Source: an optimization exercise on an open RTL-to-GDS flow (aim: small area and a short achievable clock period). Production flows keep margins and buffers that such runs may drop. Where RTL was checked, it was by simulation tests only, not by an equivalence proof against the original. Only the layout flow was run in run 1; the RTL was not checked for function there. Power figures rest on the tool's default switching activity, not on a simulated workload.

--- design/flow/flow/run.sh ---
#!/bin/bash
# Standard layout with the smallest buffer on the ports, and timing repair
# aiming for slack beyond the 18 ns constraint.
set -o pipefail
export BUFFER_PORTS_ARGS="-buffer_cell sky130_fd_sc_hd__buf_1"
export SETUP_SLACK_MARGIN=10.0
bash standard.sh 2>&1 | tee standard.log
--- design/flow/standard.sh ---
#!/bin/bash
# synth_recipe.tcl (not shown) runs the flow's synth.tcl, then flattens the netlist and writes it again
# the make line also repeats each setting of config.mk as NAME=value (left out here)
make -C /OpenROAD-flow-scripts/flow DESIGN_CONFIG=/design/flow/config.mk WORK_HOME=/design/flow/orfs CLKGATE_MAP_FILE= SYNTH_SCRIPT=/design/flow/synth_recipe.tcl "${@:-finish}"
--- design/flow/config.mk ---
export PLATFORM = sky130hd
export DESIGN_NAME = core_top
export DESIGN_NICKNAME = core_top
export VERILOG_FILES = /design/flow/design.v
export SDC_FILE = /design/flow/constraint.sdc
export NUM_CORES = 4
export LEC_CHECK = 0
export CAP_MARGIN = 20
export CORE_MARGIN = 2
export CORE_UTILIZATION = 40
export CTS_BUF_LIST = sky130_fd_sc_hd__clkbuf_8
export CTS_CLUSTER_DIAMETER = 100
export CTS_CLUSTER_SIZE = 30
export SLEW_MARGIN = 20
--- design/flow/constraint.sdc ---
create_clock -name core_clock -period 18.0 [get_ports {clk_74a}]
set_input_delay 3.6000 -clock core_clock [delete_from_list [all_inputs] [get_ports {clk_74a}]]
set_output_delay 3.6000 -clock core_clock [all_outputs]
set_load 0.01 [all_outputs]
--- design/flow/design.v ---
package core_pkg;
  localparam int chan_w   = 8;
  localparam int rgb_w    = 24;
  localparam int bridge_w = 32;
  localparam int rtc_w    = 65;
  localparam logic [bridge_w-1:0] addr_reset_pulse   = 32'h0000_0050;
  localparam logic [bridge_w-1:0] addr_deadzone      = 32'h0000_010C;
  localparam logic [bridge_w-1:0] addr_square_pixels = 32'h0000_0200;
  localparam logic [bridge_w-1:0] addr_color_corr    = 32'h0000_0208;
  localparam logic [chan_w-1:0] stick_center = 8'd128;
  localparam logic [chan_w-1:0] percent_full = 8'd100;
  localparam logic [9:0] gain_r = 10'd234;
  localparam logic [9:0] gain_g = 10'd258;
  localparam logic [9:0] gain_b = 10'd304;
  typedef struct packed {
    logic [chan_w-1:0] r;
    logic [chan_w-1:0] g;
    logic [chan_w-1:0] b;
  } pixel_view_t;
  typedef struct packed {
    logic [8:0]  pad_hi;
    logic        slot_interlace_odd;
    logic        slot_square;
    logic [12:0] pad_lo;
  } slot_view_t;
  typedef union packed {
    pixel_view_t pixel;
    slot_view_t  slot;
  } video_word_u;
endpackage
module core_settings_regs #(
  parameter int reset_pulse_cycles = 1048576
) (
  input  logic                          clk_74a,
  input  logic                          pll_core_locked,
  input  logic                          bridge_wr,
  input  logic [core_pkg::bridge_w-1:0] bridge_addr,
  input  logic [core_pkg::bridge_w-1:0] bridge_wr_data,
  output logic                          core_reset,
  output logic [core_pkg::chan_w-1:0]   deadzone,
  output logic [core_pkg::chan_w-1:0]   strength,
  output logic                          square_pixels
);
  localparam logic [20:0] pulse_start = 21'h000001;
  localparam logic [20:0] pulse_last  = 21'h1ffc00;
  logic [20:0] pulse_lfsr;
  always_ff @(posedge clk_74a or negedge pll_core_locked) begin
    if (!pll_core_locked) begin
      pulse_lfsr <= '0;
    end else if (bridge_wr && bridge_addr == core_pkg::addr_reset_pulse) begin
      pulse_lfsr <= pulse_start;
    end else if (pulse_lfsr == pulse_last) begin
      pulse_lfsr <= '0;
    end else begin
      pulse_lfsr <= {pulse_lfsr[19:0], pulse_lfsr[20] ^ pulse_lfsr[18]};
    end
  end
  assign core_reset = !pll_core_locked || (pulse_lfsr != '0);
  logic [2:0] strength_g;
  logic [7:0] strength_raw;
  logic [7:0] strength_next;
  always_comb begin
    case (bridge_wr_data[6:0])
      7'd0: strength_g = 3'd0;
      7'd1: strength_g = 3'd0;
      7'd2: strength_g = 3'd0;
      7'd3: strength_g = 3'd0;
      7'd4: strength_g = 3'd0;
      7'd5: strength_g = 3'd0;
      7'd6: strength_g = 3'd0;
      7'd7: strength_g = 3'd0;
      7'd8: strength_g = 3'd0;
      7'd9: strength_g = 3'd0;
      7'd10: strength_g = 3'd0;
      7'd11: strength_g = 3'd1;
      7'd12: strength_g = 3'd0;
      7'd13: strength_g = 3'd1;
      7'd14: strength_g = 3'd0;
      7'd15: strength_g = 3'd1;
      7'd16: strength_g = 3'd0;
      7'd17: strength_g = 3'd1;
      7'd18: strength_g = 3'd0;
      7'd19: strength_g = 3'd1;
      7'd20: strength_g = 3'd1;
      7'd21: strength_g = 3'd1;
      7'd22: strength_g = 3'd1;
      7'd23: strength_g = 3'd1;
      7'd24: strength_g = 3'd1;
      7'd25: strength_g = 3'd1;
      7'd26: strength_g = 3'd1;
      7'd27: strength_g = 3'd1;
      7'd28: strength_g = 3'd1;
      7'd29: strength_g = 3'd1;
      7'd30: strength_g = 3'd1;
      7'd31: strength_g = 3'd2;
      7'd32: strength_g = 3'd1;
      7'd33: strength_g = 3'd2;
      7'd34: strength_g = 3'd1;
      7'd35: strength_g = 3'd2;
      7'd36: strength_g = 3'd1;
      7'd37: strength_g = 3'd2;
      7'd38: strength_g = 3'd1;
      7'd39: strength_g = 3'd2;
      7'd40: strength_g = 3'd2;
      7'd41: strength_g = 3'd2;
      7'd42: strength_g = 3'd2;
      7'd43: strength_g = 3'd2;
      7'd44: strength_g = 3'd2;
      7'd45: strength_g = 3'd2;
      7'd46: strength_g = 3'd2;
      7'd47: strength_g = 3'd2;
      7'd48: strength_g = 3'd2;
      7'd49: strength_g = 3'd2;
      7'd50: strength_g = 3'd2;
      7'd51: strength_g = 3'd3;
      7'd52: strength_g = 3'd2;
      7'd53: strength_g = 3'd3;
      7'd54: strength_g = 3'd2;
      7'd55: strength_g = 3'd3;
      7'd56: strength_g = 3'd2;
      7'd57: strength_g = 3'd3;
      7'd58: strength_g = 3'd2;
      7'd59: strength_g = 3'd3;
      7'd60: strength_g = 3'd3;
      7'd61: strength_g = 3'd3;
      7'd62: strength_g = 3'd3;
      7'd63: strength_g = 3'd3;
      7'd64: strength_g = 3'd3;
      7'd65: strength_g = 3'd3;
      7'd66: strength_g = 3'd3;
      7'd67: strength_g = 3'd3;
      7'd68: strength_g = 3'd3;
      7'd69: strength_g = 3'd3;
      7'd70: strength_g = 3'd3;
      7'd71: strength_g = 3'd4;
      7'd72: strength_g = 3'd3;
      7'd73: strength_g = 3'd4;
      7'd74: strength_g = 3'd3;
      7'd75: strength_g = 3'd4;
      7'd76: strength_g = 3'd3;
      7'd77: strength_g = 3'd4;
      7'd78: strength_g = 3'd3;
      7'd79: strength_g = 3'd4;
      7'd80: strength_g = 3'd4;
      7'd81: strength_g = 3'd4;
      7'd82: strength_g = 3'd4;
      7'd83: strength_g = 3'd4;
      7'd84: strength_g = 3'd4;
      7'd85: strength_g = 3'd4;
      7'd86: strength_g = 3'd4;
      7'd87: strength_g = 3'd4;
      7'd88: strength_g = 3'd4;
      7'd89: strength_g = 3'd4;
      7'd90: strength_g = 3'd4;
      7'd91: strength_g = 3'd5;
      7'd92: strength_g = 3'd4;
      7'd93: strength_g = 3'd5;
      7'd94: strength_g = 3'd4;
      7'd95: strength_g = 3'd5;
      7'd96: strength_g = 3'd4;
      7'd97: strength_g = 3'd5;
      7'd98: strength_g = 3'd4;
      7'd99: strength_g = 3'd5;
      7'd100: strength_g = 3'd5;
      7'd101: strength_g = 3'd5;
      7'd102: strength_g = 3'd5;
      7'd103: strength_g = 3'd5;
      7'd104: strength_g = 3'd5;
      7'd105: strength_g = 3'd5;
      7'd106: strength_g = 3'd5;
      7'd107: strength_g = 3'd5;
      7'd108: strength_g = 3'd5;
      7'd109: strength_g = 3'd5;
      7'd110: strength_g = 3'd5;
      7'd111: strength_g = 3'd6;
      7'd112: strength_g = 3'd5;
      7'd113: strength_g = 3'd6;
      7'd114: strength_g = 3'd5;
      7'd115: strength_g = 3'd6;
      7'd116: strength_g = 3'd5;
      7'd117: strength_g = 3'd6;
      7'd118: strength_g = 3'd5;
      7'd119: strength_g = 3'd6;
      7'd120: strength_g = 3'd6;
      7'd121: strength_g = 3'd6;
      7'd122: strength_g = 3'd6;
      7'd123: strength_g = 3'd6;
      7'd124: strength_g = 3'd6;
      7'd125: strength_g = 3'd6;
      7'd126: strength_g = 3'd6;
      7'd127: strength_g = 3'd6;
    endcase
  end
  assign strength_raw  = {bridge_wr_data[6:0], 1'b0} + {2'b0, bridge_wr_data[6:1]} + {5'b0, strength_g};
  assign strength_next = strength_raw | {8{bridge_wr_data[7:0] >= 8'd100}};
  always_ff @(posedge clk_74a or negedge pll_core_locked) begin
    if (!pll_core_locked) begin
      deadzone      <= '0;
      strength      <= '0;
      square_pixels <= 1'b0;
    end else if (bridge_wr) begin
      case (bridge_addr)
        core_pkg::addr_deadzone: begin
          deadzone <= bridge_wr_data[core_pkg::chan_w-1:0];
        end
        core_pkg::addr_color_corr: begin
          strength <= strength_next;
        end
        core_pkg::addr_square_pixels: begin
          square_pixels <= bridge_wr_data[0];
        end
        default: begin
        end
      endcase
    end
  end
endmodule
module stick_deadzone (
  input  logic                        clk_74a,
  input  logic                        pll_core_locked,
  input  logic [core_pkg::chan_w-1:0] joy_x,
  input  logic [core_pkg::chan_w-1:0] joy_y,
  input  logic [core_pkg::chan_w-1:0] deadzone,
  output logic [core_pkg::chan_w-1:0] stick_x,
  output logic [core_pkg::chan_w-1:0] stick_y
);
  logic [core_pkg::chan_w-1:0] dist_x;
  logic [core_pkg::chan_w-1:0] dist_y;
  logic [core_pkg::chan_w:0]   dist_total;
  logic                        outside;
  function automatic logic [core_pkg::chan_w-1:0] axis_dist(
    input logic [core_pkg::chan_w-1:0] axis
  );
    if (axis[7]) begin
      axis_dist = {1'b0, axis[6:0]};
    end else begin
      axis_dist = 8'd128 - {1'b0, axis[6:0]};
    end
  endfunction
  assign dist_x     = axis_dist(joy_x);
  assign dist_y     = axis_dist(joy_y);
  assign dist_total = {1'b0, dist_x} + {1'b0, dist_y};
  assign outside    = dist_total > {1'b0, deadzone};
  always_ff @(posedge clk_74a or negedge pll_core_locked) begin
    if (!pll_core_locked) begin
      stick_x <= core_pkg::stick_center;
      stick_y <= core_pkg::stick_center;
    end else begin
      stick_x <= outside ? joy_x : core_pkg::stick_center;
      stick_y <= outside ? joy_y : core_pkg::stick_center;
    end
  end
endmodule
module color_correct (
  input  logic                        clk_74a,
  input  logic                        pll_core_locked,
  input  logic [core_pkg::rgb_w-1:0]  rgb_in,
  input  logic                        de_in,
  input  logic                        vs_in,
  input  logic [core_pkg::chan_w-1:0] snap_index,
  input  logic [core_pkg::chan_w-1:0] strength,
  input  logic                        square_pixels,
  output core_pkg::video_word_u       video_rgb,
  output logic                        video_de
);
  logic                  prev_vs;
  logic                  snap_even;
  logic [7:0]            out_g;
  core_pkg::video_word_u pix_word;
  core_pkg::video_word_u slot_word;
  cc_red  i_red  (.c(rgb_in[23:16]), .s(strength), .o(pix_word.pixel.r));
  cc_blue i_blue (.c(rgb_in[7:0]),   .s(strength), .o(pix_word.pixel.b));
  assign out_g            = rgb_in[15:8] - 8'((rgb_in[15] ? strength : 8'd0) < rgb_in[15:8]);
  assign pix_word.pixel.g = out_g;
  always_comb begin
    slot_word.slot.pad_hi             = '0;
    slot_word.slot.slot_interlace_odd = snap_even;
    slot_word.slot.slot_square        = square_pixels;
    slot_word.slot.pad_lo             = '0;
  end
  always_ff @(posedge clk_74a or negedge pll_core_locked) begin
    if (!pll_core_locked) begin
      prev_vs   <= 1'b0;
      snap_even <= 1'b1;
      video_de  <= 1'b0;
      video_rgb <= '0;
    end else begin
      prev_vs  <= vs_in;
      video_de <= de_in;
      if (vs_in && !prev_vs) begin
        snap_even <= ~snap_index[0];
      end
      if (de_in) begin
        video_rgb <= pix_word;
      end else if (video_de) begin
        video_rgb <= slot_word;
      end
    end
  end
endmodule
module cc_red (
  input  logic [7:0] c,
  input  logic [7:0] s,
  output logic [7:0] o
);
  reg [1:0] r_f;
  always @* case (c[6:0])
    7'd0: r_f = 2'd0;
    7'd1: r_f = 2'd1;
    7'd2: r_f = 2'd1;
    7'd3: r_f = 2'd1;
    7'd4: r_f = 2'd1;
    7'd5: r_f = 2'd1;
    7'd6: r_f = 2'd1;
    7'd7: r_f = 2'd1;
    7'd8: r_f = 2'd1;
    7'd9: r_f = 2'd1;
    7'd10: r_f = 2'd1;
    7'd11: r_f = 2'd1;
    7'd12: r_f = 2'd2;
    7'd13: r_f = 2'd2;
    7'd14: r_f = 2'd2;
    7'd15: r_f = 2'd2;
    7'd16: r_f = 2'd1;
    7'd17: r_f = 2'd1;
    7'd18: r_f = 2'd1;
    7'd19: r_f = 2'd1;
    7'd20: r_f = 2'd1;
    7'd21: r_f = 2'd1;
    7'd22: r_f = 2'd1;
    7'd23: r_f = 2'd1;
    7'd24: r_f = 2'd2;
    7'd25: r_f = 2'd2;
    7'd26: r_f = 2'd2;
    7'd27: r_f = 2'd2;
    7'd28: r_f = 2'd2;
    7'd29: r_f = 2'd2;
    7'd30: r_f = 2'd2;
    7'd31: r_f = 2'd2;
    7'd32: r_f = 2'd1;
    7'd33: r_f = 2'd1;
    7'd34: r_f = 2'd1;
    7'd35: r_f = 2'd2;
    7'd36: r_f = 2'd2;
    7'd37: r_f = 2'd2;
    7'd38: r_f = 2'd2;
    7'd39: r_f = 2'd2;
    7'd40: r_f = 2'd2;
    7'd41: r_f = 2'd2;
    7'd42: r_f = 2'd2;
    7'd43: r_f = 2'd2;
    7'd44: r_f = 2'd2;
    7'd45: r_f = 2'd2;
    7'd46: r_f = 2'd2;
    7'd47: r_f = 2'd3;
    7'd48: r_f = 2'd2;
    7'd49: r_f = 2'd2;
    7'd50: r_f = 2'd2;
    7'd51: r_f = 2'd2;
    7'd52: r_f = 2'd2;
    7'd53: r_f = 2'd2;
    7'd54: r_f = 2'd2;
    7'd55: r_f = 2'd2;
    7'd56: r_f = 2'd2;
    7'd57: r_f = 2'd2;
    7'd58: r_f = 2'd2;
    7'd59: r_f = 2'd3;
    7'd60: r_f = 2'd3;
    7'd61: r_f = 2'd3;
    7'd62: r_f = 2'd3;
    7'd63: r_f = 2'd3;
    7'd64: r_f = 2'd1;
    7'd65: r_f = 2'd1;
    7'd66: r_f = 2'd1;
    7'd67: r_f = 2'd1;
    7'd68: r_f = 2'd1;
    7'd69: r_f = 2'd1;
    7'd70: r_f = 2'd2;
    7'd71: r_f = 2'd2;
    7'd72: r_f = 2'd2;
    7'd73: r_f = 2'd2;
    7'd74: r_f = 2'd2;
    7'd75: r_f = 2'd2;
    7'd76: r_f = 2'd2;
    7'd77: r_f = 2'd2;
    7'd78: r_f = 2'd2;
    7'd79: r_f = 2'd2;
    7'd80: r_f = 2'd1;
    7'd81: r_f = 2'd1;
    7'd82: r_f = 2'd2;
    7'd83: r_f = 2'd2;
    7'd84: r_f = 2'd2;
    7'd85: r_f = 2'd2;
    7'd86: r_f = 2'd2;
    7'd87: r_f = 2'd2;
    7'd88: r_f = 2'd2;
    7'd89: r_f = 2'd2;
    7'd90: r_f = 2'd2;
    7'd91: r_f = 2'd2;
    7'd92: r_f = 2'd2;
    7'd93: r_f = 2'd2;
    7'd94: r_f = 2'd3;
    7'd95: r_f = 2'd3;
    7'd96: r_f = 2'd2;
    7'd97: r_f = 2'd2;
    7'd98: r_f = 2'd2;
    7'd99: r_f = 2'd2;
    7'd100: r_f = 2'd2;
    7'd101: r_f = 2'd2;
    7'd102: r_f = 2'd2;
    7'd103: r_f = 2'd2;
    7'd104: r_f = 2'd2;
    7'd105: r_f = 2'd3;
    7'd106: r_f = 2'd3;
    7'd107: r_f = 2'd3;
    7'd108: r_f = 2'd3;
    7'd109: r_f = 2'd3;
    7'd110: r_f = 2'd3;
    7'd111: r_f = 2'd3;
    7'd112: r_f = 2'd2;
    7'd113: r_f = 2'd2;
    7'd114: r_f = 2'd2;
    7'd115: r_f = 2'd2;
    7'd116: r_f = 2'd2;
    7'd117: r_f = 2'd3;
    7'd118: r_f = 2'd3;
    7'd119: r_f = 2'd3;
    7'd120: r_f = 2'd3;
    7'd121: r_f = 2'd3;
    7'd122: r_f = 2'd3;
    7'd123: r_f = 2'd3;
    7'd124: r_f = 2'd3;
    7'd125: r_f = 2'd3;
    7'd126: r_f = 2'd3;
    7'd127: r_f = 2'd3;
    default: r_f = 2'd0;
  endcase
  wire r_0 = s[0] ^ 1'b0;
  wire r_1 = s[0] & 1'b0;
  wire r_2 = s[1] ^ s[0] ^ r_1;
  wire r_3 = (s[1] & s[0]) | (s[1] & r_1) | (s[0] & r_1);
  wire r_4 = s[2] ^ s[1] ^ r_3;
  wire r_5 = (s[2] & s[1]) | (s[2] & r_3) | (s[1] & r_3);
  wire r_6 = s[3] ^ s[2] ^ r_5;
  wire r_7 = (s[3] & s[2]) | (s[3] & r_5) | (s[2] & r_5);
  wire r_8 = s[4] ^ s[3] ^ r_7;
  wire r_9 = (s[4] & s[3]) | (s[4] & r_7) | (s[3] & r_7);
  wire r_10 = s[5] ^ s[4] ^ r_9;
  wire r_11 = (s[5] & s[4]) | (s[5] & r_9) | (s[4] & r_9);
  wire r_12 = s[6] ^ s[5] ^ r_11;
  wire r_13 = (s[6] & s[5]) | (s[6] & r_11) | (s[5] & r_11);
  wire r_14 = s[7] ^ s[6] ^ r_13;
  wire r_15 = (s[7] & s[6]) | (s[7] & r_13) | (s[6] & r_13);
  wire r_16 = s[7] ^ r_15;
  wire r_17 = s[7] & r_15;
  wire r_18 = r_0 ^ 1'b0;
  wire r_19 = r_0 & 1'b0;
  wire r_20 = r_2 ^ 1'b0 ^ r_19;
  wire r_21 = (r_2 & 1'b0) | (r_2 & r_19) | (1'b0 & r_19);
  wire r_22 = r_4 ^ 1'b0 ^ r_21;
  wire r_23 = (r_4 & 1'b0) | (r_4 & r_21) | (1'b0 & r_21);
  wire r_24 = r_6 ^ s[0] ^ r_23;
  wire r_25 = (r_6 & s[0]) | (r_6 & r_23) | (s[0] & r_23);
  wire r_26 = r_8 ^ s[1] ^ r_25;
  wire r_27 = (r_8 & s[1]) | (r_8 & r_25) | (s[1] & r_25);
  wire r_28 = r_10 ^ s[2] ^ r_27;
  wire r_29 = (r_10 & s[2]) | (r_10 & r_27) | (s[2] & r_27);
  wire r_30 = r_12 ^ s[3] ^ r_29;
  wire r_31 = (r_12 & s[3]) | (r_12 & r_29) | (s[3] & r_29);
  wire r_32 = r_14 ^ s[4] ^ r_31;
  wire r_33 = (r_14 & s[4]) | (r_14 & r_31) | (s[4] & r_31);
  wire r_34 = r_16 ^ s[5] ^ r_33;
  wire r_35 = (r_16 & s[5]) | (r_16 & r_33) | (s[5] & r_33);
  wire r_36 = r_17 ^ s[6] ^ r_35;
  wire r_37 = (r_17 & s[6]) | (r_17 & r_35) | (s[6] & r_35);
  wire r_38 = 1'b0 ^ s[7] ^ r_37;
  wire r_39 = (1'b0 & s[7]) | (1'b0 & r_37) | (s[7] & r_37);
  wire r_40 = 1'b0 ^ r_39;
  wire r_41 = 1'b0 & r_39;
  wire r_42 = s[0] ^ 1'b0;
  wire r_43 = s[0] & 1'b0;
  wire r_44 = s[1] ^ 1'b0 ^ r_43;
  wire r_45 = (s[1] & 1'b0) | (s[1] & r_43) | (1'b0 & r_43);
  wire r_46 = s[2] ^ s[0] ^ r_45;
  wire r_47 = (s[2] & s[0]) | (s[2] & r_45) | (s[0] & r_45);
  wire r_48 = s[3] ^ s[1] ^ r_47;
  wire r_49 = (s[3] & s[1]) | (s[3] & r_47) | (s[1] & r_47);
  wire r_50 = s[4] ^ s[2] ^ r_49;
  wire r_51 = (s[4] & s[2]) | (s[4] & r_49) | (s[2] & r_49);
  wire r_52 = s[5] ^ s[3] ^ r_51;
  wire r_53 = (s[5] & s[3]) | (s[5] & r_51) | (s[3] & r_51);
  wire r_54 = s[6] ^ s[4] ^ r_53;
  wire r_55 = (s[6] & s[4]) | (s[6] & r_53) | (s[4] & r_53);
  wire r_56 = s[7] ^ s[5] ^ r_55;
  wire r_57 = (s[7] & s[5]) | (s[7] & r_55) | (s[5] & r_55);
  wire r_58 = s[6] ^ r_57;
  wire r_59 = s[6] & r_57;
  wire r_60 = s[7] ^ r_59;
  wire r_61 = s[7] & r_59;
  wire r_62 = ~c[1] ^ ~(r_20 & c[7]);
  wire r_63 = ~c[1] & ~(r_20 & c[7]);
  wire r_64 = ~c[2] ^ ~(r_22 & c[7]) ^ ~(r_46 & c[6]);
  wire r_65 = (~c[2] & ~(r_22 & c[7])) | (~c[2] & ~(r_46 & c[6])) | (~(r_22 & c[7]) & ~(r_46 & c[6]));
  wire r_66 = ~c[3] ^ ~(r_24 & c[7]) ^ ~(r_48 & c[6]);
  wire r_67 = (~c[3] & ~(r_24 & c[7])) | (~c[3] & ~(r_48 & c[6])) | (~(r_24 & c[7]) & ~(r_48 & c[6]));
  wire r_68 = ~(s[2] & c[5]) ^ ~(s[3] & c[4]);
  wire r_69 = ~(s[2] & c[5]) & ~(s[3] & c[4]);
  wire r_70 = ~c[4] ^ ~(r_26 & c[7]) ^ ~(r_50 & c[6]);
  wire r_71 = (~c[4] & ~(r_26 & c[7])) | (~c[4] & ~(r_50 & c[6])) | (~(r_26 & c[7]) & ~(r_50 & c[6]));
  wire r_72 = ~(s[3] & c[5]) ^ ~(s[4] & c[4]);
  wire r_73 = ~(s[3] & c[5]) & ~(s[4] & c[4]);
  wire r_74 = ~c[5] ^ ~(r_28 & c[7]) ^ ~(r_52 & c[6]);
  wire r_75 = (~c[5] & ~(r_28 & c[7])) | (~c[5] & ~(r_52 & c[6])) | (~(r_28 & c[7]) & ~(r_52 & c[6]));
  wire r_76 = ~(s[4] & c[5]) ^ ~(s[5] & c[4]);
  wire r_77 = ~(s[4] & c[5]) & ~(s[5] & c[4]);
  wire r_78 = ~c[6] ^ ~(r_30 & c[7]) ^ ~(r_54 & c[6]);
  wire r_79 = (~c[6] & ~(r_30 & c[7])) | (~c[6] & ~(r_54 & c[6])) | (~(r_30 & c[7]) & ~(r_54 & c[6]));
  wire r_80 = ~(s[5] & c[5]) ^ ~(s[6] & c[4]);
  wire r_81 = ~(s[5] & c[5]) & ~(s[6] & c[4]);
  wire r_82 = ~c[7] ^ ~(r_32 & c[7]) ^ ~(r_56 & c[6]);
  wire r_83 = (~c[7] & ~(r_32 & c[7])) | (~c[7] & ~(r_56 & c[6])) | (~(r_32 & c[7]) & ~(r_56 & c[6]));
  wire r_84 = ~(s[6] & c[5]) ^ ~(s[7] & c[4]);
  wire r_85 = ~(s[6] & c[5]) & ~(s[7] & c[4]);
  wire r_86 = c[0] ^ ~(r_34 & c[7]) ^ ~(r_58 & c[6]);
  wire r_87 = (c[0] & ~(r_34 & c[7])) | (c[0] & ~(r_58 & c[6])) | (~(r_34 & c[7]) & ~(r_58 & c[6]));
  wire r_88 = ~c[0] ^ ~(r_18 & c[7]) ^ ~(r_42 & c[6]);
  wire r_89 = (~c[0] & ~(r_18 & c[7])) | (~c[0] & ~(r_42 & c[6])) | (~(r_18 & c[7]) & ~(r_42 & c[6]));
  wire r_90 = r_62 ^ ~(r_44 & c[6]) ^ ~(s[0] & c[5]);
  wire r_91 = (r_62 & ~(r_44 & c[6])) | (r_62 & ~(s[0] & c[5])) | (~(r_44 & c[6]) & ~(s[0] & c[5]));
  wire r_92 = ~(s[1] & c[4]) ^ ~(s[1] & r_f[0]);
  wire r_93 = ~(s[1] & c[4]) & ~(s[1] & r_f[0]);
  wire r_94 = r_63 ^ r_64 ^ ~(s[1] & c[5]);
  wire r_95 = (r_63 & r_64) | (r_63 & ~(s[1] & c[5])) | (r_64 & ~(s[1] & c[5]));
  wire r_96 = ~(s[2] & c[4]) ^ ~(s[2] & r_f[0]) ^ ~(s[1] & r_f[1]);
  wire r_97 = (~(s[2] & c[4]) & ~(s[2] & r_f[0])) | (~(s[2] & c[4]) & ~(s[1] & r_f[1])) | (~(s[2] & r_f[0]) & ~(s[1] & r_f[1]));
  wire r_98 = r_65 ^ r_66 ^ r_68;
  wire r_99 = (r_65 & r_66) | (r_65 & r_68) | (r_66 & r_68);
  wire r_100 = ~(s[3] & r_f[0]) ^ ~(s[2] & r_f[1]) ^ 1'b1;
  wire r_101 = (~(s[3] & r_f[0]) & ~(s[2] & r_f[1])) | (~(s[3] & r_f[0]) & 1'b1) | (~(s[2] & r_f[1]) & 1'b1);
  wire r_102 = r_67 ^ r_69 ^ r_70;
  wire r_103 = (r_67 & r_69) | (r_67 & r_70) | (r_69 & r_70);
  wire r_104 = r_72 ^ ~(s[4] & r_f[0]) ^ ~(s[3] & r_f[1]);
  wire r_105 = (r_72 & ~(s[4] & r_f[0])) | (r_72 & ~(s[3] & r_f[1])) | (~(s[4] & r_f[0]) & ~(s[3] & r_f[1]));
  wire r_106 = r_71 ^ r_73 ^ r_74;
  wire r_107 = (r_71 & r_73) | (r_71 & r_74) | (r_73 & r_74);
  wire r_108 = r_76 ^ ~(s[5] & r_f[0]) ^ ~(s[4] & r_f[1]);
  wire r_109 = (r_76 & ~(s[5] & r_f[0])) | (r_76 & ~(s[4] & r_f[1])) | (~(s[5] & r_f[0]) & ~(s[4] & r_f[1]));
  wire r_110 = r_75 ^ r_77 ^ r_78;
  wire r_111 = (r_75 & r_77) | (r_75 & r_78) | (r_77 & r_78);
  wire r_112 = r_80 ^ ~(s[6] & r_f[0]) ^ ~(s[5] & r_f[1]);
  wire r_113 = (r_80 & ~(s[6] & r_f[0])) | (r_80 & ~(s[5] & r_f[1])) | (~(s[6] & r_f[0]) & ~(s[5] & r_f[1]));
  wire r_114 = r_79 ^ r_81 ^ r_82;
  wire r_115 = (r_79 & r_81) | (r_79 & r_82) | (r_81 & r_82);
  wire r_116 = r_84 ^ ~(s[7] & r_f[0]) ^ ~(s[6] & r_f[1]);
  wire r_117 = (r_84 & ~(s[7] & r_f[0])) | (r_84 & ~(s[6] & r_f[1])) | (~(s[7] & r_f[0]) & ~(s[6] & r_f[1]));
  wire r_118 = r_83 ^ r_85 ^ r_86;
  wire r_119 = (r_83 & r_85) | (r_83 & r_86) | (r_85 & r_86);
  wire r_120 = ~(s[7] & c[5]) ^ ~(s[7] & r_f[1]) ^ 1'b1;
  wire r_121 = (~(s[7] & c[5]) & ~(s[7] & r_f[1])) | (~(s[7] & c[5]) & 1'b1) | (~(s[7] & r_f[1]) & 1'b1);
  wire r_122 = r_87 ^ c[1] ^ ~(r_36 & c[7]);
  wire r_123 = (r_87 & c[1]) | (r_87 & ~(r_36 & c[7])) | (c[1] & ~(r_36 & c[7]));
  wire r_124 = r_88 ^ ~(s[0] & c[4]);
  wire r_125 = r_88 & ~(s[0] & c[4]);
  wire r_126 = r_89 ^ r_90 ^ r_92;
  wire r_127 = (r_89 & r_90) | (r_89 & r_92) | (r_90 & r_92);
  wire r_128 = r_91 ^ r_93 ^ r_94;
  wire r_129 = (r_91 & r_93) | (r_91 & r_94) | (r_93 & r_94);
  wire r_130 = r_95 ^ r_97 ^ r_98;
  wire r_131 = (r_95 & r_97) | (r_95 & r_98) | (r_97 & r_98);
  wire r_132 = r_99 ^ r_101 ^ r_102;
  wire r_133 = (r_99 & r_101) | (r_99 & r_102) | (r_101 & r_102);
  wire r_134 = r_103 ^ r_105 ^ r_106;
  wire r_135 = (r_103 & r_105) | (r_103 & r_106) | (r_105 & r_106);
  wire r_136 = r_107 ^ r_109 ^ r_110;
  wire r_137 = (r_107 & r_109) | (r_107 & r_110) | (r_109 & r_110);
  wire r_138 = r_111 ^ r_113 ^ r_114;
  wire r_139 = (r_111 & r_113) | (r_111 & r_114) | (r_113 & r_114);
  wire r_140 = r_115 ^ r_117 ^ r_118;
  wire r_141 = (r_115 & r_117) | (r_115 & r_118) | (r_117 & r_118);
  wire r_142 = r_119 ^ r_121 ^ r_122;
  wire r_143 = (r_119 & r_121) | (r_119 & r_122) | (r_121 & r_122);
  wire r_144 = r_123 ^ c[2] ^ ~(r_38 & c[7]);
  wire r_145 = (r_123 & c[2]) | (r_123 & ~(r_38 & c[7])) | (c[2] & ~(r_38 & c[7]));
  wire r_146 = r_124 ^ ~(s[0] & r_f[0]);
  wire r_147 = r_124 & ~(s[0] & r_f[0]);
  wire r_148 = r_125 ^ r_126 ^ ~(s[0] & r_f[1]);
  wire r_149 = (r_125 & r_126) | (r_125 & ~(s[0] & r_f[1])) | (r_126 & ~(s[0] & r_f[1]));
  wire r_150 = r_127 ^ r_128 ^ r_96;
  wire r_151 = (r_127 & r_128) | (r_127 & r_96) | (r_128 & r_96);
  wire r_152 = r_129 ^ r_130 ^ r_100;
  wire r_153 = (r_129 & r_130) | (r_129 & r_100) | (r_130 & r_100);
  wire r_154 = r_131 ^ r_132 ^ r_104;
  wire r_155 = (r_131 & r_132) | (r_131 & r_104) | (r_132 & r_104);
  wire r_156 = r_133 ^ r_134 ^ r_108;
  wire r_157 = (r_133 & r_134) | (r_133 & r_108) | (r_134 & r_108);
  wire r_158 = r_135 ^ r_136 ^ r_112;
  wire r_159 = (r_135 & r_136) | (r_135 & r_112) | (r_136 & r_112);
  wire r_160 = r_137 ^ r_138 ^ r_116;
  wire r_161 = (r_137 & r_138) | (r_137 & r_116) | (r_138 & r_116);
  wire r_162 = r_139 ^ r_140 ^ r_120;
  wire r_163 = (r_139 & r_140) | (r_139 & r_120) | (r_140 & r_120);
  wire r_164 = r_141 ^ r_142 ^ ~(r_60 & c[6]);
  wire r_165 = (r_141 & r_142) | (r_141 & ~(r_60 & c[6])) | (r_142 & ~(r_60 & c[6]));
  wire r_166 = r_143 ^ r_144 ^ ~(r_61 & c[6]);
  wire r_167 = (r_143 & r_144) | (r_143 & ~(r_61 & c[6])) | (r_144 & ~(r_61 & c[6]));
  wire r_168 = r_145 ^ c[3] ^ ~(r_40 & c[7]);
  wire r_169 = (r_145 & c[3]) | (r_145 & ~(r_40 & c[7])) | (c[3] & ~(r_40 & c[7]));
  wire [15:0] r_sum = {c[7], c[6], c[5], r_169, r_167, r_165, r_163, r_161, r_159, r_157, r_155, r_153, r_151, r_149, r_147, r_146} + {1'b1, 1'b1, 1'b1, c[4], r_168, r_166, r_164, r_162, r_160, r_158, r_156, r_154, r_152, r_150, r_148, 1'b1};
  assign o = r_sum[15:8];
endmodule
module cc_blue (
  input  logic [7:0] c,
  input  logic [7:0] s,
  output logic [7:0] o
);
  reg [1:0] b_h;
  always @* case (c[3:0])
    4'd0: b_h = 2'd0;
    4'd1: b_h = 2'd0;
    4'd2: b_h = 2'd0;
    4'd3: b_h = 2'd0;
    4'd4: b_h = 2'd0;
    4'd5: b_h = 2'd0;
    4'd6: b_h = 2'd1;
    4'd7: b_h = 2'd1;
    4'd8: b_h = 2'd1;
    4'd9: b_h = 2'd1;
    4'd10: b_h = 2'd1;
    4'd11: b_h = 2'd2;
    4'd12: b_h = 2'd2;
    4'd13: b_h = 2'd2;
    4'd14: b_h = 2'd2;
    4'd15: b_h = 2'd2;
    default: b_h = 2'd0;
  endcase
  wire b_0 = s[0] ^ 1'b0;
  wire b_1 = s[0] & 1'b0;
  wire b_2 = s[1] ^ s[0] ^ b_1;
  wire b_3 = (s[1] & s[0]) | (s[1] & b_1) | (s[0] & b_1);
  wire b_4 = s[2] ^ s[1] ^ b_3;
  wire b_5 = (s[2] & s[1]) | (s[2] & b_3) | (s[1] & b_3);
  wire b_6 = s[3] ^ s[2] ^ b_5;
  wire b_7 = (s[3] & s[2]) | (s[3] & b_5) | (s[2] & b_5);
  wire b_8 = s[4] ^ s[3] ^ b_7;
  wire b_9 = (s[4] & s[3]) | (s[4] & b_7) | (s[3] & b_7);
  wire b_10 = s[5] ^ s[4] ^ b_9;
  wire b_11 = (s[5] & s[4]) | (s[5] & b_9) | (s[4] & b_9);
  wire b_12 = s[6] ^ s[5] ^ b_11;
  wire b_13 = (s[6] & s[5]) | (s[6] & b_11) | (s[5] & b_11);
  wire b_14 = s[7] ^ s[6] ^ b_13;
  wire b_15 = (s[7] & s[6]) | (s[7] & b_13) | (s[6] & b_13);
  wire b_16 = s[7] ^ b_15;
  wire b_17 = s[7] & b_15;
  wire b_18 = ~c[3] ^ (b_6 & c[4]);
  wire b_19 = ~c[3] & (b_6 & c[4]);
  wire b_20 = ~c[4] ^ (b_8 & c[4]) ^ (b_6 & c[5]);
  wire b_21 = (~c[4] & (b_8 & c[4])) | (~c[4] & (b_6 & c[5])) | ((b_8 & c[4]) & (b_6 & c[5]));
  wire b_22 = ~c[5] ^ (b_10 & c[4]) ^ (b_8 & c[5]);
  wire b_23 = (~c[5] & (b_10 & c[4])) | (~c[5] & (b_8 & c[5])) | ((b_10 & c[4]) & (b_8 & c[5]));
  wire b_24 = ~c[6] ^ (b_12 & c[4]) ^ (b_10 & c[5]);
  wire b_25 = (~c[6] & (b_12 & c[4])) | (~c[6] & (b_10 & c[5])) | ((b_12 & c[4]) & (b_10 & c[5]));
  wire b_26 = ~c[7] ^ (b_14 & c[4]) ^ (b_12 & c[5]);
  wire b_27 = (~c[7] & (b_14 & c[4])) | (~c[7] & (b_12 & c[5])) | ((b_14 & c[4]) & (b_12 & c[5]));
  wire b_28 = c[0] ^ (b_16 & c[4]) ^ (b_14 & c[5]);
  wire b_29 = (c[0] & (b_16 & c[4])) | (c[0] & (b_14 & c[5])) | ((b_16 & c[4]) & (b_14 & c[5]));
  wire b_30 = c[1] ^ (b_17 & c[4]);
  wire b_31 = c[1] & (b_17 & c[4]);
  wire b_32 = ~c[1] ^ (b_2 & c[4]);
  wire b_33 = ~c[1] & (b_2 & c[4]);
  wire b_34 = ~c[2] ^ (b_4 & c[4]) ^ (b_2 & c[5]);
  wire b_35 = (~c[2] & (b_4 & c[4])) | (~c[2] & (b_2 & c[5])) | ((b_4 & c[4]) & (b_2 & c[5]));
  wire b_36 = (b_0 & c[6]) ^ (s[2] & b_h[0]);
  wire b_37 = (b_0 & c[6]) & (s[2] & b_h[0]);
  wire b_38 = b_18 ^ (b_4 & c[5]) ^ (b_2 & c[6]);
  wire b_39 = (b_18 & (b_4 & c[5])) | (b_18 & (b_2 & c[6])) | ((b_4 & c[5]) & (b_2 & c[6]));
  wire b_40 = (b_0 & c[7]) ^ (s[3] & b_h[0]) ^ (s[2] & b_h[1]);
  wire b_41 = ((b_0 & c[7]) & (s[3] & b_h[0])) | ((b_0 & c[7]) & (s[2] & b_h[1])) | ((s[3] & b_h[0]) & (s[2] & b_h[1]));
  wire b_42 = b_19 ^ b_20 ^ (b_4 & c[6]);
  wire b_43 = (b_19 & b_20) | (b_19 & (b_4 & c[6])) | (b_20 & (b_4 & c[6]));
  wire b_44 = (b_2 & c[7]) ^ (s[4] & b_h[0]) ^ (s[3] & b_h[1]);
  wire b_45 = ((b_2 & c[7]) & (s[4] & b_h[0])) | ((b_2 & c[7]) & (s[3] & b_h[1])) | ((s[4] & b_h[0]) & (s[3] & b_h[1]));
  wire b_46 = b_21 ^ b_22 ^ (b_6 & c[6]);
  wire b_47 = (b_21 & b_22) | (b_21 & (b_6 & c[6])) | (b_22 & (b_6 & c[6]));
  wire b_48 = (b_4 & c[7]) ^ (s[5] & b_h[0]) ^ (s[4] & b_h[1]);
  wire b_49 = ((b_4 & c[7]) & (s[5] & b_h[0])) | ((b_4 & c[7]) & (s[4] & b_h[1])) | ((s[5] & b_h[0]) & (s[4] & b_h[1]));
  wire b_50 = b_23 ^ b_24 ^ (b_8 & c[6]);
  wire b_51 = (b_23 & b_24) | (b_23 & (b_8 & c[6])) | (b_24 & (b_8 & c[6]));
  wire b_52 = (b_6 & c[7]) ^ (s[6] & b_h[0]) ^ (s[5] & b_h[1]);
  wire b_53 = ((b_6 & c[7]) & (s[6] & b_h[0])) | ((b_6 & c[7]) & (s[5] & b_h[1])) | ((s[6] & b_h[0]) & (s[5] & b_h[1]));
  wire b_54 = b_25 ^ b_26 ^ (b_10 & c[6]);
  wire b_55 = (b_25 & b_26) | (b_25 & (b_10 & c[6])) | (b_26 & (b_10 & c[6]));
  wire b_56 = (b_8 & c[7]) ^ (s[7] & b_h[0]) ^ (s[6] & b_h[1]);
  wire b_57 = ((b_8 & c[7]) & (s[7] & b_h[0])) | ((b_8 & c[7]) & (s[6] & b_h[1])) | ((s[7] & b_h[0]) & (s[6] & b_h[1]));
  wire b_58 = b_27 ^ b_28 ^ (b_12 & c[6]);
  wire b_59 = (b_27 & b_28) | (b_27 & (b_12 & c[6])) | (b_28 & (b_12 & c[6]));
  wire b_60 = (b_10 & c[7]) ^ (s[7] & b_h[1]) ^ 1'b1;
  wire b_61 = ((b_10 & c[7]) & (s[7] & b_h[1])) | ((b_10 & c[7]) & 1'b1) | ((s[7] & b_h[1]) & 1'b1);
  wire b_62 = b_29 ^ b_30 ^ (b_16 & c[5]);
  wire b_63 = (b_29 & b_30) | (b_29 & (b_16 & c[5])) | (b_30 & (b_16 & c[5]));
  wire b_64 = (b_14 & c[6]) ^ (b_12 & c[7]) ^ 1'b1;
  wire b_65 = ((b_14 & c[6]) & (b_12 & c[7])) | ((b_14 & c[6]) & 1'b1) | ((b_12 & c[7]) & 1'b1);
  wire b_66 = b_31 ^ c[2] ^ (b_17 & c[5]);
  wire b_67 = (b_31 & c[2]) | (b_31 & (b_17 & c[5])) | (c[2] & (b_17 & c[5]));
  wire b_68 = (b_16 & c[6]) ^ (b_14 & c[7]) ^ 1'b1;
  wire b_69 = ((b_16 & c[6]) & (b_14 & c[7])) | ((b_16 & c[6]) & 1'b1) | ((b_14 & c[7]) & 1'b1);
  wire b_70 = c[3] ^ (b_17 & c[6]) ^ (b_16 & c[7]);
  wire b_71 = (c[3] & (b_17 & c[6])) | (c[3] & (b_16 & c[7])) | ((b_17 & c[6]) & (b_16 & c[7]));
  wire b_72 = ~c[0] ^ (b_0 & c[4]);
  wire b_73 = ~c[0] & (b_0 & c[4]);
  wire b_74 = b_32 ^ (b_0 & c[5]) ^ (s[1] & b_h[0]);
  wire b_75 = (b_32 & (b_0 & c[5])) | (b_32 & (s[1] & b_h[0])) | ((b_0 & c[5]) & (s[1] & b_h[0]));
  wire b_76 = b_33 ^ b_34 ^ b_36;
  wire b_77 = (b_33 & b_34) | (b_33 & b_36) | (b_34 & b_36);
  wire b_78 = b_35 ^ b_37 ^ b_38;
  wire b_79 = (b_35 & b_37) | (b_35 & b_38) | (b_37 & b_38);
  wire b_80 = b_39 ^ b_41 ^ b_42;
  wire b_81 = (b_39 & b_41) | (b_39 & b_42) | (b_41 & b_42);
  wire b_82 = b_43 ^ b_45 ^ b_46;
  wire b_83 = (b_43 & b_45) | (b_43 & b_46) | (b_45 & b_46);
  wire b_84 = b_47 ^ b_49 ^ b_50;
  wire b_85 = (b_47 & b_49) | (b_47 & b_50) | (b_49 & b_50);
  wire b_86 = b_51 ^ b_53 ^ b_54;
  wire b_87 = (b_51 & b_53) | (b_51 & b_54) | (b_53 & b_54);
  wire b_88 = b_55 ^ b_57 ^ b_58;
  wire b_89 = (b_55 & b_57) | (b_55 & b_58) | (b_57 & b_58);
  wire b_90 = b_59 ^ b_61 ^ b_62;
  wire b_91 = (b_59 & b_61) | (b_59 & b_62) | (b_61 & b_62);
  wire b_92 = b_63 ^ b_65 ^ b_66;
  wire b_93 = (b_63 & b_65) | (b_63 & b_66) | (b_65 & b_66);
  wire b_94 = b_67 ^ b_69 ^ b_70;
  wire b_95 = (b_67 & b_69) | (b_67 & b_70) | (b_69 & b_70);
  wire b_96 = b_71 ^ c[4] ^ (b_17 & c[7]);
  wire b_97 = (b_71 & c[4]) | (b_71 & (b_17 & c[7])) | (c[4] & (b_17 & c[7]));
  wire b_98 = b_72 ^ (s[0] & b_h[0]);
  wire b_99 = b_72 & (s[0] & b_h[0]);
  wire b_100 = b_73 ^ b_74 ^ (s[0] & b_h[1]);
  wire b_101 = (b_73 & b_74) | (b_73 & (s[0] & b_h[1])) | (b_74 & (s[0] & b_h[1]));
  wire b_102 = b_75 ^ b_76 ^ (s[1] & b_h[1]);
  wire b_103 = (b_75 & b_76) | (b_75 & (s[1] & b_h[1])) | (b_76 & (s[1] & b_h[1]));
  wire b_104 = b_77 ^ b_78 ^ b_40;
  wire b_105 = (b_77 & b_78) | (b_77 & b_40) | (b_78 & b_40);
  wire b_106 = b_79 ^ b_80 ^ b_44;
  wire b_107 = (b_79 & b_80) | (b_79 & b_44) | (b_80 & b_44);
  wire b_108 = b_81 ^ b_82 ^ b_48;
  wire b_109 = (b_81 & b_82) | (b_81 & b_48) | (b_82 & b_48);
  wire b_110 = b_83 ^ b_84 ^ b_52;
  wire b_111 = (b_83 & b_84) | (b_83 & b_52) | (b_84 & b_52);
  wire b_112 = b_85 ^ b_86 ^ b_56;
  wire b_113 = (b_85 & b_86) | (b_85 & b_56) | (b_86 & b_56);
  wire b_114 = b_87 ^ b_88 ^ b_60;
  wire b_115 = (b_87 & b_88) | (b_87 & b_60) | (b_88 & b_60);
  wire b_116 = b_89 ^ b_90 ^ b_64;
  wire b_117 = (b_89 & b_90) | (b_89 & b_64) | (b_90 & b_64);
  wire b_118 = b_91 ^ b_92 ^ b_68;
  wire b_119 = (b_91 & b_92) | (b_91 & b_68) | (b_92 & b_68);
  wire b_120 = b_93 ^ b_94 ^ 1'b1;
  wire b_121 = (b_93 & b_94) | (b_93 & 1'b1) | (b_94 & 1'b1);
  wire b_122 = b_95 ^ b_96 ^ 1'b1;
  wire b_123 = (b_95 & b_96) | (b_95 & 1'b1) | (b_96 & 1'b1);
  wire b_124 = b_97 ^ c[5] ^ 1'b1;
  wire b_125 = (b_97 & c[5]) | (b_97 & 1'b1) | (c[5] & 1'b1);
  wire b_126 = c[6] ^ 1'b1;
  wire b_127 = c[6] & 1'b1;
  wire b_128 = c[7] ^ 1'b1;
  wire b_129 = c[7] & 1'b1;
  wire [16:0] b_sum = {b_129, b_127, b_125, b_123, b_121, b_119, b_117, b_115, b_113, b_111, b_109, b_107, b_105, b_103, b_101, b_99, b_98} + {1'b1, b_128, b_126, b_124, b_122, b_120, b_118, b_116, b_114, b_112, b_110, b_108, b_106, b_104, b_102, b_100, 1'b1};
  assign o = b_sum[16] ? 8'd255 : b_sum[15:8];
endmodule
module rtc_packer (
  input  logic                          clk_74a,
  input  logic                          pll_core_locked,
  input  logic [core_pkg::bridge_w-1:0] rtc_date,
  input  logic [core_pkg::bridge_w-1:0] rtc_time,
  output logic [core_pkg::rtc_w-1:0]    rtc_word
);
  logic [core_pkg::bridge_w-1:0] prev_time;
  logic                          rtc_changed;
  always_ff @(posedge clk_74a or negedge pll_core_locked) begin
    if (!pll_core_locked) begin
      prev_time   <= '0;
      rtc_changed <= 1'b0;
    end else begin
      prev_time   <= rtc_time;
      rtc_changed <= rtc_changed ^ (rtc_time != prev_time);
    end
  end
  assign rtc_word = {
    rtc_changed,
    8'h00,
    8'h01,
    rtc_date[23:16],
    rtc_date[15:8],
    rtc_date[7:0],
    rtc_time[23:16],
    rtc_time[15:8],
    rtc_time[7:0]
  };
endmodule
module core_top #(
  parameter int reset_pulse_cycles = 1048576
) (
  input  logic                          clk_74a,
  input  logic                          pll_core_locked,
  input  logic [core_pkg::bridge_w-1:0] bridge_addr,
  input  logic                          bridge_wr,
  input  logic [core_pkg::bridge_w-1:0] bridge_wr_data,
  input  logic [31:0]                   cont1_joy,
  input  logic [core_pkg::bridge_w-1:0] rtc_date,
  input  logic [core_pkg::bridge_w-1:0] rtc_time,
  input  logic [core_pkg::rgb_w-1:0]    rgb_in,
  input  logic                          de_in,
  input  logic                          vs_in,
  input  logic [core_pkg::chan_w-1:0]   snap_index,
  output logic                          core_reset,
  output logic [core_pkg::chan_w-1:0]   stick_x,
  output logic [core_pkg::chan_w-1:0]   stick_y,
  output logic [23:0]                   video_rgb,
  output logic                          video_de,
  output logic [core_pkg::rtc_w-1:0]    rtc_word
);
  logic [core_pkg::chan_w-1:0] deadzone;
  logic [core_pkg::chan_w-1:0] strength;
  logic                        square_pixels;
  core_settings_regs #(
    .reset_pulse_cycles(reset_pulse_cycles)
  ) i_settings (
    .clk_74a        (clk_74a),
    .pll_core_locked(pll_core_locked),
    .bridge_wr      (bridge_wr),
    .bridge_addr    (bridge_addr),
    .bridge_wr_data (bridge_wr_data),
    .core_reset     (core_reset),
    .deadzone       (deadzone),
    .strength       (strength),
    .square_pixels  (square_pixels)
  );
  stick_deadzone i_stick (
    .clk_74a        (clk_74a),
    .pll_core_locked(pll_core_locked),
    .joy_x          (cont1_joy[7:0]),
    .joy_y          (cont1_joy[15:8]),
    .deadzone       (deadzone),
    .stick_x        (stick_x),
    .stick_y        (stick_y)
  );
  color_correct i_color (
    .clk_74a        (clk_74a),
    .pll_core_locked(pll_core_locked),
    .rgb_in         (rgb_in),
    .de_in          (de_in),
    .vs_in          (vs_in),
    .snap_index     (snap_index),
    .strength       (strength),
    .square_pixels  (square_pixels),
    .video_rgb      (video_rgb),
    .video_de       (video_de)
  );
  rtc_packer i_rtc (
    .clk_74a        (clk_74a),
    .pll_core_locked(pll_core_locked),
    .rtc_date       (rtc_date),
    .rtc_time       (rtc_time),
    .rtc_word       (rtc_word)
  );
endmodule
==> results.sh, run 1 <==
export IMPL_cts_root_buffer="clkbuf_8"
export IMPL_r2r_setup_slack_ns=10.33
export IMPL_post_route_drc_count=0
export IMPL_finalCritPeriodShare_pct=43.6
export IMPL_fp_dieH_um=169
export IMPL_synth_edff_count=0
export IMPL_skew_ns=0.0207
export IMPL_cp_max_fo=16
export IMPL_worst_hold_path_endpoint="i_color.snap_even"
export IMPL_dieArea_um2=28700
export IMPL_crit_required_ns=14.40
export IMPL_n_fill_cell=2721
export IMPL_port_buffers=184
export IMPL_routedWlPerCell_um=15.4
export IMPL_hold_ws_ns=0.481
export IMPL_synthSimpleGateAreaFrac_pct=15.4
export IMPL_grt_antenna_before_repair=4
export IMPL_setup_viol=0
export IMPL_vias=8215
export IMPL_htree_levels=4
export IMPL_hpwl_um=20100
export IMPL_cts_buffers=17
export IMPL_synth_top_family_by_area="adder cells"
export IMPL_setup_tns_ns=0
export IMPL_timing_fmax_ghz=0.127
export IMPL_cp_start_kind="input pin"
export IMPL_p_per_area_nw_per_um2=60.9
export IMPL_start_util_pct=40.7
export IMPL_die_x_um=169
export IMPL_ys_top_cells_by_area="dfrtp_1, fa_1, ha_1"
export IMPL_drtIter0Drc=365
export IMPL_irDropWorstVdd_uv=43.7
export IMPL_synthAdderAreaFrac_pct=29.8
export IMPL_netlist_area_leader_share_pct=25.4
export IMPL_endpoint_kind="primary output"
export IMPL_setup_worst_path_class="input pin to primary output"
export IMPL_core_area_um2=26900
export IMPL_synth_flop_cell="dfrtp_1"
export IMPL_hold_depth=2
export IMPL_maxCapViolCount=0
export IMPL_path_clk_slew_ns=0.07
export IMPL_dp_cells=1593
export IMPL_track_usage_pct=18.4
export IMPL_routed_wl_um=25400
export IMPL_worst_pin_slew_ns=0.882
export IMPL_worst_skew_pair_late_latency_ns=0.44
export IMPL_area_growth_pct=10.8
export IMPL_r2r_start="i_settings.strength[0]"
export IMPL_hp_class="register to register"
export IMPL_synth_cell_type_count=72
export IMPL_reg2reg_depth=24
export IMPL_overflow=0
export IMPL_clockBufferDepth=2
export IMPL_drtAntennaViolNets=0
export IMPL_p_total_mw=0.737
export IMPL_fin_crit_ns=7.85
export IMPL_cts_tree="done"
export IMPL_synthMuxAreaShare_pct=0.767
export IMPL_io_pins=304
export IMPL_status="finished clean"
export IMPL_async_reset_ff_share_pct=100
export IMPL_grt_first_pass_wirelength_um=41900
export IMPL_synth_xor_area_share_pct=6.17
export IMPL_final_cells=1644
export IMPL_routabilityCongestion=0.845
export IMPL_final_nets=1684
export IMPL_p_leak_nw=5.59
export IMPL_ys_warnings_count=6
export IMPL_firstDrtPassIters=5
export IMPL_via_per_inst=5.00
export IMPL_grt_pass1_vias=8301
export IMPL_postPlaceCellArea_um2=11500
export IMPL_synth_compound_area_share_pct=11.1
export IMPL_rsz0062_at_grt="yes"
export IMPL_drive_above_1_share_pct=7.15
export IMPL_cts_sinks=114
export IMPL_hp_start="i_color.snap_even"
export IMPL_rr_endpoint="i_color.video_rgb[22]"
export IMPL_grt_max_degree=56
export IMPL_ys_ff_latch=114
export IMPL_synth_top_cell_by_area="dfrtp_1"
export IMPL_hold_viol=0
export IMPL_slew_viol_final=0
export IMPL_yosysSeqAreaShare_pct=26.1
export IMPL_critPathArrivalTime_ns=4.25
export IMPL_design_area_um2=12100
export IMPL_rows=60
export IMPL_relSlewSlack_pct=40.7
export IMPL_syn_area_per_cell_um2=9.53
export IMPL_syn_area_um2=10900
export IMPL_syn_inst=1146
-- sequential cells by signal, indices dropped and copies added (netlist names) --
name                      flops
i_color.snap_even             1
i_rtc.prev_time              32
i_stick.stick_x               8
i_color.video_de              1
i_color.video_rgb            24
i_stick.stick_y               8
i_settings.deadzone           8
i_color.prev_vs               1
i_settings.square_pixels      1
i_rtc.rtc_changed             1
i_settings.strength           8
i_settings.pulse_lfsr        21
-- cell usage in the layout (no fill, tap or decap), types with 27 or more instances in the layout --
cell type	instances
a21oi_1	52
and2_1	55
buf_1	179
dfrtp_1	107
fa_1	100
ha_1	99
inv_1	134
nand2_1	104
nor2_1	52
o21ai_0	34
xnor2_1	27
xor2_1	50
-- per-layer routing --
layer  vias up  global-route usage [%]  share of wire (%)
met5         -                       0               0.11
met4         4                    4.12                1.1
met3        22                    4.03                4.7
met2       183                    31.2                 49
met1      3994                    24.0                 45
li1       4012                       -                  -
-- cell type report --
class                           instances  area [µm²]  share of cell area, %
Sequential cell                       114        2870                   23.7
Timing Repair Buffer                  205         885                   7.31
Clock inverter                         15         159                   1.31
Clock buffer                           17         234                   1.93
Antenna cell                            2        5.00                 0.0413
Tap cell                              341         427                   3.52
Inverter                              137         514                   4.25
Multi-Input combinational cell        813        7010                   57.9
-- worst max-delay path, stage by stage --
cell       delay (ns)
clkbuf_16        0.16
nor4b_4          0.19
nand4_1          0.12
buf_1            0.17
-- logic make-up (layout without fill, tap and decap cells) --
family / Yosys count / in the layout
mux: 8 / 8
buf+inv: 233 / 374
simple gates: 322 / 322
compound gates: 189 / 189
flops: 114 / 114
xor+xnor: 77 / 77
other cells: 2 / 18
fa+ha+maj: 201 / 201
-- power breakdown --
part           internal [mW]  total, mW  switching (mW)
clock                  0.116      0.246           0.130
combinational         0.0881      0.217           0.129
sequential             0.268      0.275         0.00634
-- cell usage after synthesis, drive strengths merged, types with 6 or more instances --
library cell,number
nand2b,10
xor2,50
nor3,21
fa,100
nor2b,14
a21o,20
nand4,14
nor4,20
a21oi,54
a21boi,7
a31oi,24
inv,135
o21ai,38
dfrtp,111
o211ai,7
clkbuf,20
nand3,9
a211oi,7
nand2,104
xnor2,27
ha,99
and2,56
o31ai,6
o21a,6
buf,76
nor2,52
-- metrics by stage --
step                setup slack, ns  utilization [%]
floorplan                     10.29                -
global placement               9.34             42.8
detailed placement             9.35             42.8
CTS                            9.99             44.4
global route                   9.96             45.0
finish                        10.15             45.0
-- worst max-delay path by stage --
stage / startpoint / to / depth (start not counted)
after CTS: pll_core_locked / core_reset / 4
after global placement: rgb_in[20] / i_color.video_rgb[22] / 16
after global routing: i_settings.strength[0] / i_color.video_rgb[22] / 24
final: pll_core_locked / core_reset / 4
after detailed placement: rgb_in[20] / i_color.video_rgb[22] / 16
after floorplan: rgb_in[20] / i_color.video_rgb[22] / 16
-- what timing repair did --
item	4_1_cts	5_1_grt
resized for setup	7	15
cloned	1	1
setup endpoints to repair	6	16
hold buffers	0	0
pin swaps	0	0
buffers inserted	0	15
==> inputs of run 2 (changes only) <==
--- a/design/flow/design.v
+++ b/design/flow/design.v
@@ -224,23 +224,20 @@
   output logic [core_pkg::chan_w-1:0] stick_x,
   output logic [core_pkg::chan_w-1:0] stick_y
 );
-  logic [core_pkg::chan_w-1:0] dist_x;
-  logic [core_pkg::chan_w-1:0] dist_y;
-  logic [core_pkg::chan_w:0]   dist_total;
-  logic                        outside;
-  function automatic logic [core_pkg::chan_w-1:0] axis_dist(
-    input logic [core_pkg::chan_w-1:0] axis
-  );
-    if (axis[7]) begin
-      axis_dist = {1'b0, axis[6:0]};
-    end else begin
-      axis_dist = 8'd128 - {1'b0, axis[6:0]};
-    end
-  endfunction
-  assign dist_x     = axis_dist(joy_x);
-  assign dist_y     = axis_dist(joy_y);
-  assign dist_total = {1'b0, dist_x} + {1'b0, dist_y};
-  assign outside    = dist_total > {1'b0, deadzone};
+  logic [6:0] ux;
+  logic [6:0] uy;
+  logic [7:0] sum_s;
+  logic [7:0] sum_c;
+  logic [8:0] total;
+  logic       ny;
+  logic       outside;
+  assign ux = joy_x[6:0] ^ {7{~joy_x[7]}};
+  assign uy = joy_y[6:0] ^ {7{~joy_y[7]}};
+  assign sum_s = {~deadzone[7], ux ^ uy ^ ~deadzone[6:0]};
+  assign sum_c = {(ux & uy) | (ux & ~deadzone[6:0]) | (uy & ~deadzone[6:0]), ~joy_x[7]};
+  assign ny    = ~joy_y[7];
+  assign total = 9'(sum_s) + 9'(sum_c) + 9'(ny);
+  assign outside = total[8];
   always_ff @(posedge clk_74a or negedge pll_core_locked) begin
     if (!pll_core_locked) begin
       stick_x <= core_pkg::stick_center;
==> design/flow/flow/run.sh (replaced) <==
#!/bin/bash
# The standard layout (standard.sh), with three changes to how it is made:
# - the ports get the smallest buffer (buf_1) instead of the delay buffer
#   buffer_ports picks by itself;
# - timing repair aims for 10 ns of setup slack, well beyond the 18 ns
#   constraint, so that it shortens the critical paths;
# - clock tree synthesis uses clkbuf_8 and no dummy loads.
# The constraints (constraint.sdc) and everything else are the standard flow's.
set -o pipefail
export BUFFER_PORTS_ARGS="-buffer_cell sky130_fd_sc_hd__buf_1"
export SETUP_SLACK_MARGIN=10.0
export CTS_ARGS="-sink_clustering_enable -repair_clock_nets -buf_list sky130_fd_sc_hd__clkbuf_8 -dont_use_dummy_load"
bash standard.sh 2>&1 | tee standard.log
--- a/design/flow/config.mk
+++ b/design/flow/config.mk
@@ -8,7 +8,4 @@
 export CAP_MARGIN = 20
 export CORE_MARGIN = 2
 export CORE_UTILIZATION = 40
-export CTS_BUF_LIST = sky130_fd_sc_hd__clkbuf_8
-export CTS_CLUSTER_DIAMETER = 100
-export CTS_CLUSTER_SIZE = 30
 export SLEW_MARGIN = 20
==> run 2 against run 1 <==
Against the previous run:
- maximum frequency fell by 0.20%
- synthesized cell count is 6.2% lower
- combinational power shrank 31%
- critical path type unchanged
- largest power group unchanged
- die area down 3.2%
- worst setup slack got worse by 0.016 ns
- critical path depth did not move
- still clean
- synthesized area down 3.3%
- core utilization up 0.085 points
- highest routed layer is now met4
==> results.sh, run 2 <==
export IMPL_cts_root_buffer="clkbuf_8"
export IMPL_synth_top_cell_by_area="dfrtp_1"
export IMPL_setup_tns_ns=0
export IMPL_ys_warnings_count=6
export IMPL_setup_viol=0
export IMPL_setup_worst_path_class="input pin to primary output"
export IMPL_fp_dieH_um=167
export IMPL_dieArea_um2=27700
export IMPL_syn_area_um2=10600
export IMPL_layout_common_cells="buf_1, inv_1, dfrtp_1, fa_1, nand2_1"
export IMPL_final_nets=1617
export IMPL_seq_area_um2=2860
export IMPL_worst_pin_slew_ns=0.825
export IMPL_start_util_pct=40.7
export IMPL_ys_ff_latch=114
export IMPL_p_leak_nw=5.28
export IMPL_skew_ns=0.0353
export IMPL_rows=59
export IMPL_routed_wl_um=23600
export IMPL_path_cells="clkbuf_16 -> nor4b_4 -> nand4_1 -> buf_1"
export IMPL_track_usage_pct=17.2
export IMPL_hpwl_um=18500
export IMPL_n_fill_cell=2559
export IMPL_cp_max_fo=17
export IMPL_rsz0062_at_grt="yes"
export IMPL_cp_slowest_stage_delay_ns=0.19
export IMPL_netlist_area_leader_share_pct=26.3
export IMPL_routabilityCongestion=0.809
export IMPL_synth_edff_count=0
export IMPL_crit_required_ns=14.40
export IMPL_biggestRegsByFlops="i_rtc.prev_time x32, i_color.video_rgb x24, i_settings.pulse_lfsr x21"
export IMPL_pre_cts_slack_ns=9.12
export IMPL_yosysSeqAreaShare_pct=27.0
export IMPL_htree_levels=4
export IMPL_fin_crit_ns=7.86
export IMPL_async_reset_ff_share_pct=100
export IMPL_post_route_drc_count=0
export IMPL_fin_ws_ns=10.14
export IMPL_syn_area_per_cell_um2=9.83
export IMPL_grt_pass1_vias=8011
export IMPL_mostFrequentLayoutCell="buf_1"
export IMPL_hp_class="register to register"
export IMPL_yosysMostFrequentCell="inv_1"
export IMPL_finalCritPeriodShare_pct=43.7
export IMPL_multi_input_area_um2=6810
export IMPL_firstDrtPassIters=4
export IMPL_core_area_um2=26000
export IMPL_cp_start_kind="input pin"
export IMPL_syn_inst=1075
export IMPL_status="finished clean"
export IMPL_overflow=0
export IMPL_via_per_inst=5.01
export IMPL_io_pins=304
export IMPL_maxCapViolCount=0
export IMPL_path_clk_slew_ns=0.05
export IMPL_vias=7812
export IMPL_slew_viol_final=0
export IMPL_cts_tree="done"
export IMPL_yosys_top_cells_count="inv_1, dfrtp_1, fa_1"
export IMPL_grt_first_pass_wirelength_um=39200
export IMPL_die_x_um=167
export IMPL_endpoint_kind="primary output"
export IMPL_timing_fmax_ghz=0.127
export IMPL_drtIter0Drc=329
export IMPL_antenna_cells=0
export IMPL_crit_slowest_cell="nor4b_4"
export IMPL_worst_skew_pair_late_latency_ns=0.43
export IMPL_irDropWorstVdd_uv=48.4
export IMPL_clockBufferDepth=2
export IMPL_ys_top_cells_by_area="dfrtp_1, fa_1, ha_1"
export IMPL_drive_above_1_share_pct=7.44
export IMPL_p_per_area_nw_per_um2=51.0
export IMPL_grt_max_degree=52
export IMPL_port_buffers=184
export IMPL_hold_viol=0
export IMPL_area_growth_pct=10.9
export IMPL_critPathArrivalTime_ns=4.26
export IMPL_synth_flop_cell="dfrtp_1"
export IMPL_cts_sinks=114
export IMPL_relSlewSlack_pct=44.6
export IMPL_drtAntennaViolNets=0
export IMPL_routedWlPerCell_um=15.1
export IMPL_synth_cell_type_count=68
export IMPL_largest_reg_flops=32
export IMPL_ctsHoldBuffers=0
export IMPL_cts_buffers=17
export IMPL_grt_antenna_before_repair=0
export IMPL_top_register="i_rtc.prev_time"
-- run 2: cell types whose count changed in the layout (fill, tap and decap cells not counted), moves of 9 or more --
cell,previous run,this run
a31oi_1,23,11
xor2_1,50,41
a21oi_1,52,34
inv_1,134,123
a21boi_0,7,17
and2_1,55,43
ha_1,99,87
a21o_1,20,8
-- run 2: routing by layer --
| metal | share of wire [%] | vias up | GRT usage (%) |
|---|---|---|---|
| li1 | - | 3765 | - |
| met1 | 44 | 3836 | 22.5 |
| met2 | 50 | 178 | 29.6 |
| met3 | 4.6 | 33 | 2.97 |
| met4 | 1.9 | 0 | 4.57 |
| met5 | 0 | - | 0 |
-- run 2: critical path, delay by kind of cell --
family | cells | cell delay (ns)
and+or+nand+nor | 2 | 0.33
buffers and inverters | 2 | 0.33
-- run 2: path summary, 6_finish.rpt --
| check | startpoint | to | slack [ns] | depth (start not counted) |
|---|---|---|---|---|
| worst min-delay path | i_rtc.rtc_changed | i_rtc.rtc_changed | 0.47 | 1 |
| worst max-delay path | pll_core_locked | core_reset | 10.14 | 4 |
| min in group asynchronous | pll_core_locked | i_settings.pulse_lfsr[3] | 3.00 | 1 |
| worst max register to register | i_settings.strength[1] | i_color.video_rgb[21] | 10.32 | 23 |
| worst min register to register | i_rtc.rtc_changed | i_rtc.rtc_changed | 0.47 | 1 |
| max in group asynchronous | pll_core_locked | i_settings.strength[0] | 14.08 | 2 |
-- run 2: stage by stage --
stage                     hold slack, ns  area, µm²  utilization (%)  cells  power, mW
after global routing               0.504      11700             45.1   1558      0.639
after detailed placement           0.464      11200             42.9   1518      0.426
after floorplan                    0.448      10600                -   1089      0.384
after CTS                          0.474      11500             44.1   1538      0.604
after global placement             0.462      11100             42.9   1518      0.423
final                              0.470      11700             45.1   1558      0.598
-- run 2: kinds of logic (layout without fill, tap and decap cells) --
family                     Yosys count  count (layout)  synth area share, %
AOI/OAI and AO/OA                  169             169                 10.9
xor gates and xnor gates            76              76                 6.30
adders and majority gates          198             198                 30.9
buffers and inverters              218             352                 10.3
DFF                                114             114                 27.0
muxes                                5               5                0.604
other                                2              16               0.0711
and+or+nand+nor                    293             293                 14.0
-- run 2: layout make-up --
type | instances | area share (%)
multi-input cells | 757 | 58.1
repair buffers | 210 | 7.90
well taps | 335 | 3.57
inverters | 125 | 4.03
flip-flops and latches | 114 | 24.4
clock buffers | 17 | 2.00
-- run 2: what timing repair did --
action                                  4_1_cts  5_1_grt
setup buffers                                 2       19
endpoints found under the setup margin        7       13
pin swaps                                     0        5
resized for setup                            12       25
gates cloned                                  1        1
-- run 2: power breakdown --
group	total (mW)	switching [mW]	internal, mW
clock network	0.171	0.0882	0.0827
registers	0.277	0.00723	0.270
logic	0.150	0.0898	0.0603

[afterwards: timing with drivers on the ports]
The flow's constraints put no driver on any port. The routed layouts listed below were extracted and timed again, unchanged, in two steps.
Step 1 assumes that a clkbuf_16 drives the clock port and a buf_2 every other input.
Step 2 adds t to the input delays and takes it off the output delays; t is the mean of the earliest and latest rising clock arrival at the registers after step 1. Input paths then give back, and output paths get back, about the clock's delay inside the block.
a / b / c = no drivers / after step 1 / after step 2; a / b = the first two.
run | shift t [ns] | setup WS [ns] | hold slack, ns | pins driven straight from the clock port
run 1 | 0.470 | 10.154 / 9.985 / 9.711 | 0.481 / 0.481 / 0.481 | 1
run 2 | 0.450 | 10.138 / 9.972 / 9.722 | 0.470 / 0.470 / 0.470 | 1
After both steps setup and hold are still met in every run listed. The setup slack of run 1, which loses most, moves by -0.169 ns with the drivers and by -0.443 ns with both steps.
